Context: an optimization exercise on an open-source flow, tuned for small area. The choices shown serve that exercise and are no tape-out recipe.
Where RTL was checked, it was by simulation tests only, not by an equivalence proof against the original.
Power is estimated from default activity; no workload was simulated.

==> flow/design.v <==
package access_pkg;
	typedef logic [3:0] key_code_t;
	typedef struct packed {
		logic      strobe;
		key_code_t code;
	} key_event_t;
	typedef logic [11:0] user_id_t;
	typedef logic [15:0] passcode_t;
	typedef struct packed {
		logic       locked;
		logic [1:0] errors;
		passcode_t  pass;
	} user_entry_t;
	typedef struct packed {
		logic        en;
		user_id_t    id;
		user_entry_t entry;
	} table_wr_t;
	typedef struct packed {
		logic granted;
		logic denied;
		logic locked;
		logic alarm;
	} access_status_t;
endpackage
`timescale 1ns/10ps
module elevator_access (
	input  logic       clk,
	input  logic       rst,
	input  logic [4:0] key,
	output logic [3:0] status
);
	localparam logic [3:0] S_IDLE       = 4'd0;
	localparam logic [3:0] S_IDLE_G     = 4'd1;
	localparam logic [3:0] S_IDLE_D     = 4'd2;
	localparam logic [3:0] S_ID         = 4'd3;
	localparam logic [3:0] S_ID_CHECK   = 4'd4;
	localparam logic [3:0] S_WAIT_STAR  = 4'd5;
	localparam logic [3:0] S_PASS       = 4'd6;
	localparam logic [3:0] S_PASS_CHECK = 4'd7;
	localparam logic [3:0] S_ADMIN      = 4'd8;
	localparam logic [3:0] S_ADMIN_G    = 4'd9;
	localparam logic [3:0] S_NEW_ID     = 4'd10;
	localparam logic [3:0] S_NEW_PASS   = 4'd11;
	localparam logic [3:0] S_COMMIT     = 4'd12;
	localparam logic [3:0] S_ALARM      = 4'd13;
	localparam logic [3:0] S_ALARM_L    = 4'd14;
	localparam int EW = 15;
	logic [3:0] state, next_state;
	logic [2:0] cnt;
	logic       bad_key;
	logic strobe, is_digit, star_key, hash_key;
	assign strobe   = key[4];
	assign is_digit = key[3:0] <= 4'd9;
	assign star_key = strobe && (key[3:0] == 4'd10);
	assign hash_key = strobe && (key[3:0] == 4'd11);
	logic in_idle, in_admin, in_alarm;
	assign in_idle  = (state == S_IDLE) || (state == S_IDLE_G) || (state == S_IDLE_D);
	assign in_admin = (state == S_ADMIN) || (state == S_ADMIN_G);
	assign in_alarm = (state == S_ALARM) || (state == S_ALARM_L);
	logic id_st, pass_st, collecting, full, shift;
	assign id_st      = (state == S_ID) || (state == S_NEW_ID);
	assign pass_st    = (state == S_PASS) || (state == S_NEW_PASS);
	assign collecting = id_st || pass_st;
	assign full       = id_st ? (cnt == 3'd3) : (cnt == 3'd4);
	assign shift      = collecting && strobe && is_digit && !full;
	logic       id_bad, id_t;
	logic [3:0] id_o;
	logic       nid_bad, nid_t;
	logic [3:0] nid_o;
	logic       first;
	assign first = cnt == 3'd0;
	always_comb begin
		nid_bad = id_bad;
		nid_t = id_t;
		nid_o = id_o;
		if (shift && id_st) begin
			nid_bad = !first && (id_bad || id_t || (id_o > 4'd1));
			nid_t = !first && !id_bad && !id_t && (id_o == 4'd1);
			nid_o = key[3:0];
		end
	end
	always_ff @(posedge clk) begin
		id_bad <= nid_bad;
		id_t <= nid_t;
		id_o <= nid_o;
	end
	logic id_ok, is_admin;
	assign id_ok = !id_bad && (id_t ? (id_o <= 4'd8) : (id_o != 4'd0));
	assign is_admin = !id_bad && !id_t && (id_o == 4'd1);
	logic [15:0] pass_bcd;
	always_ff @(posedge clk) begin
		if (shift && pass_st)
			pass_bcd <= {pass_bcd[11:0], key[3:0]};
	end
	function automatic logic [9:0] pack3(input logic [3:0] a, input logic [3:0] b, input logic [3:0] c);
		case ({a[3], b[3], c[3]})
			3'b000: pack3 = {1'b0, a[2:0], b[2:0], c[2:0]};
			3'b100: pack3 = {3'b100, b[2:0], c[2:0], a[0]};
			3'b010: pack3 = {3'b101, a[2:0], c[2:0], b[0]};
			3'b001: pack3 = {3'b110, a[2:0], b[2:0], c[0]};
			3'b011: pack3 = {5'b11100, a[2:0], b[0], c[0]};
			3'b101: pack3 = {5'b11101, b[2:0], a[0], c[0]};
			3'b110: pack3 = {5'b11110, c[2:0], a[0], b[0]};
			default: pack3 = {7'b1111100, a[0], b[0], c[0]};
		endcase
	endfunction
	logic [9:0] pass_hi;
	logic [3:0] pass_lo;
	assign pass_hi = pack3(pass_bcd[15:12], pass_bcd[11:8], pass_bcd[7:4]);
	assign pass_lo = pass_bcd[3:0];
	function automatic logic [4:0] enc(input logic [1:0] err, input logic [3:0] d);
		enc = d[3] ? {2'b11, err, d[0]} : {err, d[2:0]};
	endfunction
	function automatic logic [1:0] code_err(input logic [4:0] c);
		code_err = (c[4:3] == 2'b11) ? c[2:1] : c[4:3];
	endfunction
	function automatic logic [4:0] code_set_err(input logic [4:0] c, input logic [1:0] err);
		code_set_err = (c[4:3] == 2'b11) ? {2'b11, err, c[0]} : {err, c[2:0]};
	endfunction
	function automatic logic [3:0] slot_of(input logic [3:0] o);
		slot_of = (o == 4'd9) ? 4'd0 : o;
	endfunction
	logic [3:0] phase;
	always_ff @(posedge clk or posedge rst) begin
		if (rst)
			phase <= 4'd0;
		else
			phase <= (phase == 4'd8) ? 4'd0 : phase + 4'd1;
	end
	logic [8:0][EW-1:0] ring0;
	logic [8:0][EW-1:0] ring1;
	logic [EW-1:0]      head0, head1;
	logic [EW-1:0]      cap;
	logic [1:0]         cap_err;
	assign cap_err = code_err(cap[4:0]);
	localparam logic [2:0] W_ENROL = 3'd3;
	localparam logic [2:0] W_LOCK  = 3'd4;
	logic       pend_v, pend_t;
	logic [3:0] pend_slot;
	logic [2:0] pend_code;
	logic       issue_chk, issue_commit, pass_match, lock_now;
	logic       w_v, w_t, w_hit;
	logic [3:0] w_slot;
	logic [2:0] w_code;
	assign issue_chk = state == S_PASS_CHECK;
	assign issue_commit = (state == S_COMMIT) && star_key;
	assign pass_match = (cap[EW-1:5] == pass_hi) && (cap[4:0] == enc(cap_err, pass_lo));
	assign lock_now = cap_err[1];
	assign w_v = issue_chk || issue_commit || pend_v;
	assign w_t = pend_v ? pend_t : id_t;
	assign w_slot = pend_v ? pend_slot : slot_of(id_o);
	assign w_code = pend_v ? pend_code :
		issue_commit ? W_ENROL :
		pass_match ? 3'd0 :
		lock_now ? W_LOCK :
		(cap_err == 2'd0) ? 3'd1 : 3'd2;
	assign w_hit = w_v && (w_slot == phase);
	always_ff @(posedge clk or posedge rst) begin
		if (rst)
			pend_v <= 1'b0;
		else
			pend_v <= w_v && !w_hit;
	end
	always_ff @(posedge clk) begin
		pend_t <= w_t;
		pend_slot <= w_slot;
		pend_code <= w_code;
	end
	localparam logic [4:0] C_LOCKED = 5'b11110;
	logic [EW-1:0] new_entry;
	assign new_entry = {pass_hi, enc(2'd0, pass_lo)};
	logic sweep;
	always_ff @(posedge clk or posedge rst) begin
		if (rst)
			sweep <= 1'b1;
		else if (phase == 4'd8)
			sweep <= 1'b0;
	end
	function automatic logic [EW-1:0] upd(input logic [EW-1:0] e, input logic [2:0] c);
		if (c == W_ENROL)
			upd = new_entry;
		else if (c == W_LOCK)
			upd = {e[EW-1:5], C_LOCKED};
		else
			upd = {e[EW-1:5], code_set_err(e[4:0], c[1:0])};
	endfunction
	always_comb begin
		head0 = ring0[8];
		head1 = ring1[8];
		if (w_hit && !w_t)
			head0 = upd(ring0[8], w_code);
		if (w_hit && w_t)
			head1 = upd(ring1[8], w_code);
		if (sweep) begin
			if (phase != 4'd1)
				head0[4:0] = C_LOCKED;
			head1[4:0] = C_LOCKED;
		end
	end
	localparam logic [EW-1:0] ADMIN_ENTRY = {10'b0_001_010_011, 5'b00100};
	for (genvar i = 0; i < 9; i++) begin : g_ring
		if (i == 7) begin : g_admin
			always_ff @(posedge clk or posedge rst) begin
				if (rst)
					ring0[i] <= ADMIN_ENTRY;
				else
					ring0[i] <= ring0[i-1];
			end
		end else begin : g_plain
			always_ff @(posedge clk)
				ring0[i] <= (i == 0) ? head0 : ring0[(i+8)%9];
		end
		always_ff @(posedge clk)
			ring1[i] <= (i == 0) ? head1 : ring1[(i+8)%9];
	end
	always_ff @(posedge clk) begin
		if (slot_of(nid_o) == phase)
			cap <= nid_t ? head1 : head0;
	end
	logic [8:0] lk0, lk1;
	for (genvar i = 0; i < 9; i++) begin : g_lk
		assign lk0[i] = ring0[i][4:1] == 4'b1111;
		assign lk1[i] = ring1[i][4:1] == 4'b1111;
	end
	logic [3:0] id_slot;
	logic [4:0] rel_raw;
	logic [3:0] rel, lk_pos;
	logic       id_locked, pend_same;
	assign id_slot = slot_of(id_o);
	assign rel_raw = {1'b0, id_slot} - {1'b0, phase};
	assign rel = rel_raw[4] ? rel_raw[3:0] + 4'd9 : rel_raw[3:0];
	assign lk_pos = 4'd8 - rel;
	assign pend_same = pend_v && (pend_t == id_t) && (pend_slot == id_slot);
	assign id_locked = pend_same ? (pend_code == W_LOCK) :
		(sweep && !rel_raw[4]) ? 1'b1 :
		id_t ? lk1[lk_pos] : lk0[lk_pos];
	always_comb begin
		next_state = state;
		case (state)
			S_IDLE, S_IDLE_G, S_IDLE_D:
				next_state = star_key ? S_ID : S_IDLE;
			S_ID:
				if (bad_key)
					next_state = S_ALARM;
				else if (full)
					next_state = S_ID_CHECK;
			S_ID_CHECK:
				if (!id_ok)
					next_state = S_IDLE;
				else if (id_locked)
					next_state = S_ALARM;
				else
					next_state = S_WAIT_STAR;
			S_WAIT_STAR:
				if (star_key)
					next_state = S_PASS;
			S_PASS:
				if (bad_key)
					next_state = S_ALARM;
				else if (full)
					next_state = S_PASS_CHECK;
			S_PASS_CHECK:
				if (pass_match)
					next_state = is_admin ? S_ADMIN_G : S_IDLE_G;
				else
					next_state = lock_now ? S_ALARM_L : S_IDLE_D;
			S_ADMIN, S_ADMIN_G:
				next_state = hash_key ? S_NEW_ID : star_key ? S_IDLE : S_ADMIN;
			S_NEW_ID:
				if (bad_key)
					next_state = S_ALARM;
				else if (full)
					next_state = id_ok ? S_NEW_PASS : S_IDLE;
			S_NEW_PASS:
				if (bad_key)
					next_state = S_ALARM;
				else if (full)
					next_state = S_COMMIT;
			S_COMMIT:
				if (star_key)
					next_state = S_IDLE;
			S_ALARM, S_ALARM_L:
				next_state = (cnt == 3'd7) ? S_IDLE : S_ALARM;
			default:
				next_state = S_IDLE;
		endcase
	end
	always_ff @(posedge clk or posedge rst) begin
		if (rst)
			state <= S_IDLE;
		else
			state <= next_state;
	end
	logic restart;
	assign restart = collecting ? (next_state != state) : !in_alarm;
	always_ff @(posedge clk) begin
		if (restart)
			cnt <= 3'd0;
		else if (shift || in_alarm)
			cnt <= cnt + 3'd1;
		bad_key <= collecting && strobe && !is_digit;
	end
	assign status = {(state == S_IDLE_G) || (state == S_ADMIN_G), state == S_IDLE_D,
		state == S_ALARM_L, in_alarm};
endmodule
export LEC_CHECK = 0
export CAP_MARGIN = 20
export CORE_MARGIN = 2
export CORE_UTILIZATION = 70
export PLACE_DENSITY = 0.8
export SLEW_MARGIN = 20
create_clock -name core_clock -period 8.0 [get_ports {clk}]
standard.sh (not shown) runs the stock make flow with config.mk's settings and CLKGATE_MAP_FILE= SYNTH_SCRIPT=/design/flow/synth_recipe.tcl, a recipe that flattens the netlist after the stock synthesis.
==> flow/flow/run.sh <==
#!/bin/bash
# Standard ORFS layout with three changes: CTS without dummy loads, the
# smallest buffer on the ports, and the CTS buffer and clustering settings.
set -euo pipefail
bash standard.sh \
  CTS_ARGS="-sink_clustering_enable -repair_clock_nets -sink_clustering_size 10 -sink_clustering_max_diameter 30 -buf_list sky130_fd_sc_hd__clkbuf_4 -dont_use_dummy_load" \
  BUFFER_PORTS_ARGS="-buffer_cell sky130_fd_sc_hd__buf_1" \
  finish > standard.log 2>&1
Rerun with:
--- a/flow/design.v
+++ b/flow/design.v
@@ -86,31 +86,22 @@
 		id_o <= nid_o;
 	end
 	logic id_ok, is_admin;
 	assign id_ok = !id_bad && (id_t ? (id_o <= 4'd8) : (id_o != 4'd0));
 	assign is_admin = !id_bad && !id_t && (id_o == 4'd1);
-	logic [15:0] pass_bcd;
-	always_ff @(posedge clk) begin
-		if (shift && pass_st)
-			pass_bcd <= {pass_bcd[11:0], key[3:0]};
-	end
-	function automatic logic [9:0] pack3(input logic [3:0] a, input logic [3:0] b, input logic [3:0] c);
-		case ({a[3], b[3], c[3]})
-			3'b000: pack3 = {1'b0, a[2:0], b[2:0], c[2:0]};
-			3'b100: pack3 = {3'b100, b[2:0], c[2:0], a[0]};
-			3'b010: pack3 = {3'b101, a[2:0], c[2:0], b[0]};
-			3'b001: pack3 = {3'b110, a[2:0], b[2:0], c[0]};
-			3'b011: pack3 = {5'b11100, a[2:0], b[0], c[0]};
-			3'b101: pack3 = {5'b11101, b[2:0], a[0], c[0]};
-			3'b110: pack3 = {5'b11110, c[2:0], a[0], b[0]};
-			default: pack3 = {7'b1111100, a[0], b[0], c[0]};
-		endcase
-	endfunction
 	logic [9:0] pass_hi;
 	logic [3:0] pass_lo;
-	assign pass_hi = pack3(pass_bcd[15:12], pass_bcd[11:8], pass_bcd[7:4]);
-	assign pass_lo = pass_bcd[3:0];
+	logic [9:0] hi_base;
+	assign hi_base = first ? 10'd0 : pass_hi;
+	always_ff @(posedge clk) begin
+		if (shift && pass_st) begin
+			if (cnt == 3'd3)
+				pass_lo <= key[3:0];
+			else
+				pass_hi <= {hi_base[6:0], 3'b000} + {hi_base[8:0], 1'b0} + {6'd0, key[3:0]};
+		end
+	end
 	function automatic logic [4:0] enc(input logic [1:0] err, input logic [3:0] d);
 		enc = d[3] ? {2'b11, err, d[0]} : {err, d[2:0]};
 	endfunction
 	function automatic logic [1:0] code_err(input logic [4:0] c);
 		code_err = (c[4:3] == 2'b11) ? c[2:1] : c[4:3];
@@ -196,11 +187,11 @@
 			if (phase != 4'd1)
 				head0[4:0] = C_LOCKED;
 			head1[4:0] = C_LOCKED;
 		end
 	end
-	localparam logic [EW-1:0] ADMIN_ENTRY = {10'b0_001_010_011, 5'b00100};
+	localparam logic [EW-1:0] ADMIN_ENTRY = {10'd123, 5'b00100};
 	for (genvar i = 0; i < 9; i++) begin : g_ring
 		if (i == 7) begin : g_admin
 			always_ff @(posedge clk or posedge rst) begin
 				if (rst)
 					ring0[i] <= ADMIN_ENTRY;
=> Die area came out lower by 1.4%; routed wire length shrinks by 1.6%; setup slack loses 0.10 ns; sequential power hardly moves; power decreases by about 1%; non-clock buffer count does not change; final cell count fell by 6.4%; area after synthesis drops by about 1.5%; hold slack loses 0.011 ns; synthesized cell count came out lower by about 9%; clock-buffer cell count came out lower by 1; register-to-register slack gets worse by 0.16 ns; via count falls by about 6%.
No functional check of the RTL was part of the first run of this note.

## static timing again, ports no longer ideal
The results above use ideal ports. As a check the final layouts listed here were re-extracted and re-timed, cells and wires unchanged.
Step 1, drivers: a clkbuf_16 drives clk and a buf_2 each remaining input, both assumed.
Step 2 times the ports against the registers' clock, not the clock port: input delays grow and output delays shrink by t, the midpoint of the rising clock arrivals with the driver on.
Three values: no drivers, after step 1, after step 2; two values: the first two.
run	shift t [ns]	slack for setup (ns)	hold WS [ns]	latest minus earliest clock arrival (ns)
the first run	0.652	3.733 / 3.748 / 3.096	0.273 / 0.273 / 0.273	0.078 / 0.078
the second run	0.639	3.630 / 3.630 / 3.041	0.262 / 0.262 / 0.262	0.097 / 0.097
After both steps every run listed still meets setup and hold. For the first run, which loses most, drivers alone change the setup slack by +0.015 ns; drivers and shift together by -0.637 ns.
